What follows belongs to an exercise in optimizing a design on an open flow for small area, a short achievable clock period and few clock cycles; a production flow would make more cautious choices. The RTL was checked by simulation tests, not by an equivalence proof against the original design. Power is estimated from default activity; no workload was simulated.

Setup of quartz:
==> flow/design.v (excerpt) <==
module ntwrk_size_tracker
#(
    parameter int NUM_CONNS  = 8,
    parameter int NUM_POINTS = 1000,
    parameter int SIZE_W     = $clog2(NUM_POINTS) + 1,
    parameter int TOP_K      = 3,
    parameter int PROD_W     = SIZE_W * TOP_K
) (
    input  logic              clk,
    input  logic              rst,
    input  logic              cmd_vld,
    output logic              cmd_rdy,
    input  ntwrk_size_pkg::ntwrk_size_cmd_t cmd,
    output logic              rsp_vld,
    input  logic              rsp_rdy,
    output logic [PROD_W-1:0] rsp_data,
    output logic              rsp_is_prod,
    output logic              busy,
    output logic              err
);
Size in the first run: roughly 2000 cells after synthesis, about 190 flip-flops.
==> flow/config.mk <==
export PLATFORM = sky130hd
export DESIGN_NAME = ntwrk_size_tracker
export DESIGN_NICKNAME = ntwrk_size_tracker
export VERILOG_FILES = /design/flow/design.v
export SDC_FILE = /design/flow/constraint.sdc
export NUM_CORES = 4
export LEC_CHECK = 0
export CAP_MARGIN = 20
export CORE_MARGIN = 2
export CORE_UTILIZATION = 40
export SETUP_SLACK_MARGIN = 4
export SLEW_MARGIN = 20
==> flow/constraint.sdc <==
create_clock -name core_clock -period 10.0 [get_ports {clk}]
set_input_delay 2.0000 -clock core_clock [delete_from_list [all_inputs] [get_ports {clk}]]
set_output_delay 2.0000 -clock core_clock [all_outputs]
set_load 0.01 [all_outputs]
run.sh (not shown) runs the stock make flow with config.mk's settings and CLKGATE_MAP_FILE= SYNTH_SCRIPT=/design/flow/synth_recipe.tcl, a recipe that flattens the netlist after the stock synthesis.
Testbench counts of quartz, summed over its fixed seeds: cycles 6,298.
Input changes introduced in delta (baseline for comparison: quartz):
--- a/flow/config.mk
+++ b/flow/config.mk
@@ -9,4 +9,4 @@
 export CORE_MARGIN = 2
 export CORE_UTILIZATION = 40
-export SETUP_SLACK_MARGIN = 4
+export SETUP_SLACK_MARGIN = 5
 export SLEW_MARGIN = 20
Going from quartz to delta, via count of the first global-routing pass grew by a few percent. On sequential power, delta and quartz are basically level. Going from quartz to delta, non-clock buffer count grows by about 140%. Looking at final wirelength across delta and quartz, the one that comes out higher is delta. Comparing delta and quartz, count of buffering cells on the critical path with inverters included is lower on quartz. Delta(peak fanout along the critical path, delta - quartz) < 0. Between delta and quartz, final critical path time including I/O delays and setup is lower for delta, quartz comes in above that. delta vs. quartz: core utilization higher, logic depth of the worst setup path including buffers higher, core outline area roughly the same. delta ended up with ph2_q as its start point of the critical path; quartz ended up with cmd[3].
What pepper does differently from delta at the input level:
--- a/flow/config.mk
+++ b/flow/config.mk
@@ -9,4 +9,4 @@
 export CORE_MARGIN = 2
 export CORE_UTILIZATION = 40
-export SETUP_SLACK_MARGIN = 5
+export SETUP_SLACK_MARGIN = 4.5
 export SLEW_MARGIN = 20
[summary]
Count of clock-net buffers in the final layout for pepper: 2 up relative to delta. delta vs pepper, standard cell with the maximum stage delay on the critical path: fa_1 vs nor2_1. Cell area (pepper vs. delta) decreases by a little under 10%. Comparing estimated wirelength of the detail-placed design for delta and pepper, the smaller number came from pepper. What pepper reported for global placer's final weighted congestion has to be multiplied by 0.920 to get the figure for delta.

* * *

ntwrk_size_tracker, a different RTL version from the one above (not shown whole).
Size in the first run: ~2000 cells after synthesis, about 190 flip-flops, roughly 53 I/O pins.
// ntwrk_size_tracker
module ntwrk_size_tracker
#(
    parameter int NUM_CONNS  = 8,
    parameter int NUM_POINTS = 1000,
    parameter int SIZE_W     = $clog2(NUM_POINTS) + 1,
    parameter int TOP_K      = 3,
    parameter int PROD_W     = SIZE_W * TOP_K
) (
    input  logic              clk,
    input  logic              rst,
    input  logic              cmd_vld,
    output logic              cmd_rdy,
    input  ntwrk_size_pkg::ntwrk_size_cmd_t cmd,
    output logic              rsp_vld,
    input  logic              rsp_rdy,
    output logic [PROD_W-1:0] rsp_data,
    output logic              rsp_is_prod,
    output logic              busy,
    output logic              err
);
    localparam int N  = 8;
    localparam int W  = 11;
    localparam int R  = 3;                
    localparam int ND = (W + R - 1) / R;  
    localparam int PW = 33;
    typedef enum logic [1:0] {E_IDLE, E_P2, E_P3, E_MUL} eng_e;
    logic [W-1:0] size_q [N];
    logic [N-1:0] vld;
    logic         err_q;
    logic         rdy_q;
    logic         pend_q, pend_upd_q;
    eng_e         eng_q;
    logic [W-1:0] t0_q, t1_q, t2_q;
    logic [N-1:0] excl_q;
    logic         ebusy_q, dirty_q, pia_q, dup_q;
    logic         lvv_q;                
    logic [W-1:0] lv_q;
    logic         ph2_q, first_q;
    logic [1:0]   k_q, msd2_q;
    logic         z0_q, z1_q, z2_q;
  ...
Settings: LEC_CHECK=0, CAP_MARGIN=20, CORE_MARGIN=2, CORE_UTILIZATION=40, SETUP_SLACK_MARGIN=4.75, SLEW_MARGIN=20; clock period 10.0 ns.
The first run completed with no timing, DRC or antenna violations.
Testbench counts at the start, summed over its fixed seeds: cycles 5,894.
Rerun with:
--- a/flow/config.mk
+++ b/flow/config.mk
@@ -9,4 +9,4 @@
 export CORE_MARGIN = 2
-export CORE_UTILIZATION = 40
-export SETUP_SLACK_MARGIN = 4.75
+export CORE_UTILIZATION = 50
+export SETUP_SLACK_MARGIN = 4.5
 export SLEW_MARGIN = 20
The new run ran to the end with no violations.
Routed wire length is lower by about 1.6%.
Design area drops by about 4.7%.
Clock-buffer cell count went up by 2.
Register-to-register slack is worse by 0.17 ns.
Rerun with:
--- a/flow/config.mk
+++ b/flow/config.mk
@@ -9,4 +9,4 @@
 export CORE_MARGIN = 2
-export CORE_UTILIZATION = 50
-export SETUP_SLACK_MARGIN = 4.5
+export CORE_UTILIZATION = 40
+export SETUP_SLACK_MARGIN = 4.25
 export SLEW_MARGIN = 20
=> Core utilization shrinks by 14 points. Cell area shrinks by a few percent. Combinational power shrinks by roughly a tenth. Via count shrinks slightly. Maximum frequency shrinks by a few percent. Cell count grows slightly. Register-to-register slack loses 0.23 ns. Global-route usage shrinks by 8.4 points. Clock power grows by a few percent.
Rerun with:
--- a/flow/config.mk
+++ b/flow/config.mk
@@ -9,4 +9,4 @@
 export CORE_MARGIN = 2
-export CORE_UTILIZATION = 40
-export SETUP_SLACK_MARGIN = 4.25
+export CORE_UTILIZATION = 60
+export SETUP_SLACK_MARGIN = 4.5
 export SLEW_MARGIN = 20
Outcome:
- The new run finished clean
- setup slack improves by 0.15 ns
- routed wire length drops by 0.34%
- hold slack degrades by 0.0065 ns
- clock power drops by 3.1%
- area after synthesis stays the same
- die area drops by about 33%
- sequential cell count is unchanged
- core utilization climbs by 24 points
Rerun with:
--- a/flow/config.mk
+++ b/flow/config.mk
@@ -9,3 +9,3 @@
 export CORE_MARGIN = 2
-export CORE_UTILIZATION = 60
+export CORE_UTILIZATION = 40
 export SETUP_SLACK_MARGIN = 4.5
The changed run completed without violations.
Via count shrinks by about 2.8%.
Cell area rose by 3.6%.
Total power increases by about 8%.

==> what the ideal ports hide <==
How much do the figures lean on ideal ports? The routed layouts below were timed once more, with nothing changed but the port constraints.
Step 1, drivers: a clkbuf_16 drives clk and a buf_2 each remaining input, both assumed.
Step 2, shift: input delay + t, output delay - t, t = (earliest + latest rising clock arrival at the registers) / 2. This alone moves slack from input paths to output paths.
Three values: ideal, step 1, step 2; two values: the first two.
| run | t, ns | setup slack, ns | worst setup path after step 2 | worst slew at a driven data input, ns |
|---|---|---|---|---|
| quartz | 0.524 | 4.160 / 4.190 / 3.666 | input to register | 0.06 |
| delta | 0.528 | 4.628 / 4.628 / 4.157 | input to register | 0.16 |
| pepper | 0.525 | 4.534 / 4.561 / 4.036 | input to register | 0.07 |
| the first run of note 2 | 0.524 | 4.687 / 4.687 / 4.253 | input to register | 0.13 |
| the second run of note 2 | 0.524 | 4.521 / 4.521 / 4.187 | input to register | 0.04 |
| the third run of note 2 | 0.526 | 4.287 / 4.287 / 3.908 | input to register | 0.06 |
| the fourth run of note 2 | 0.499 | 4.436 / 4.436 / 4.065 | input to register | 0.04 |
| the fifth run of note 2 | 0.559 | 4.507 / 4.507 / 4.064 | input to register | 0.07 |
After both steps every run listed still meets setup and hold. The setup slack of pepper, which loses most, moves by +0.027 ns with the drivers and by -0.498 ns with both steps.
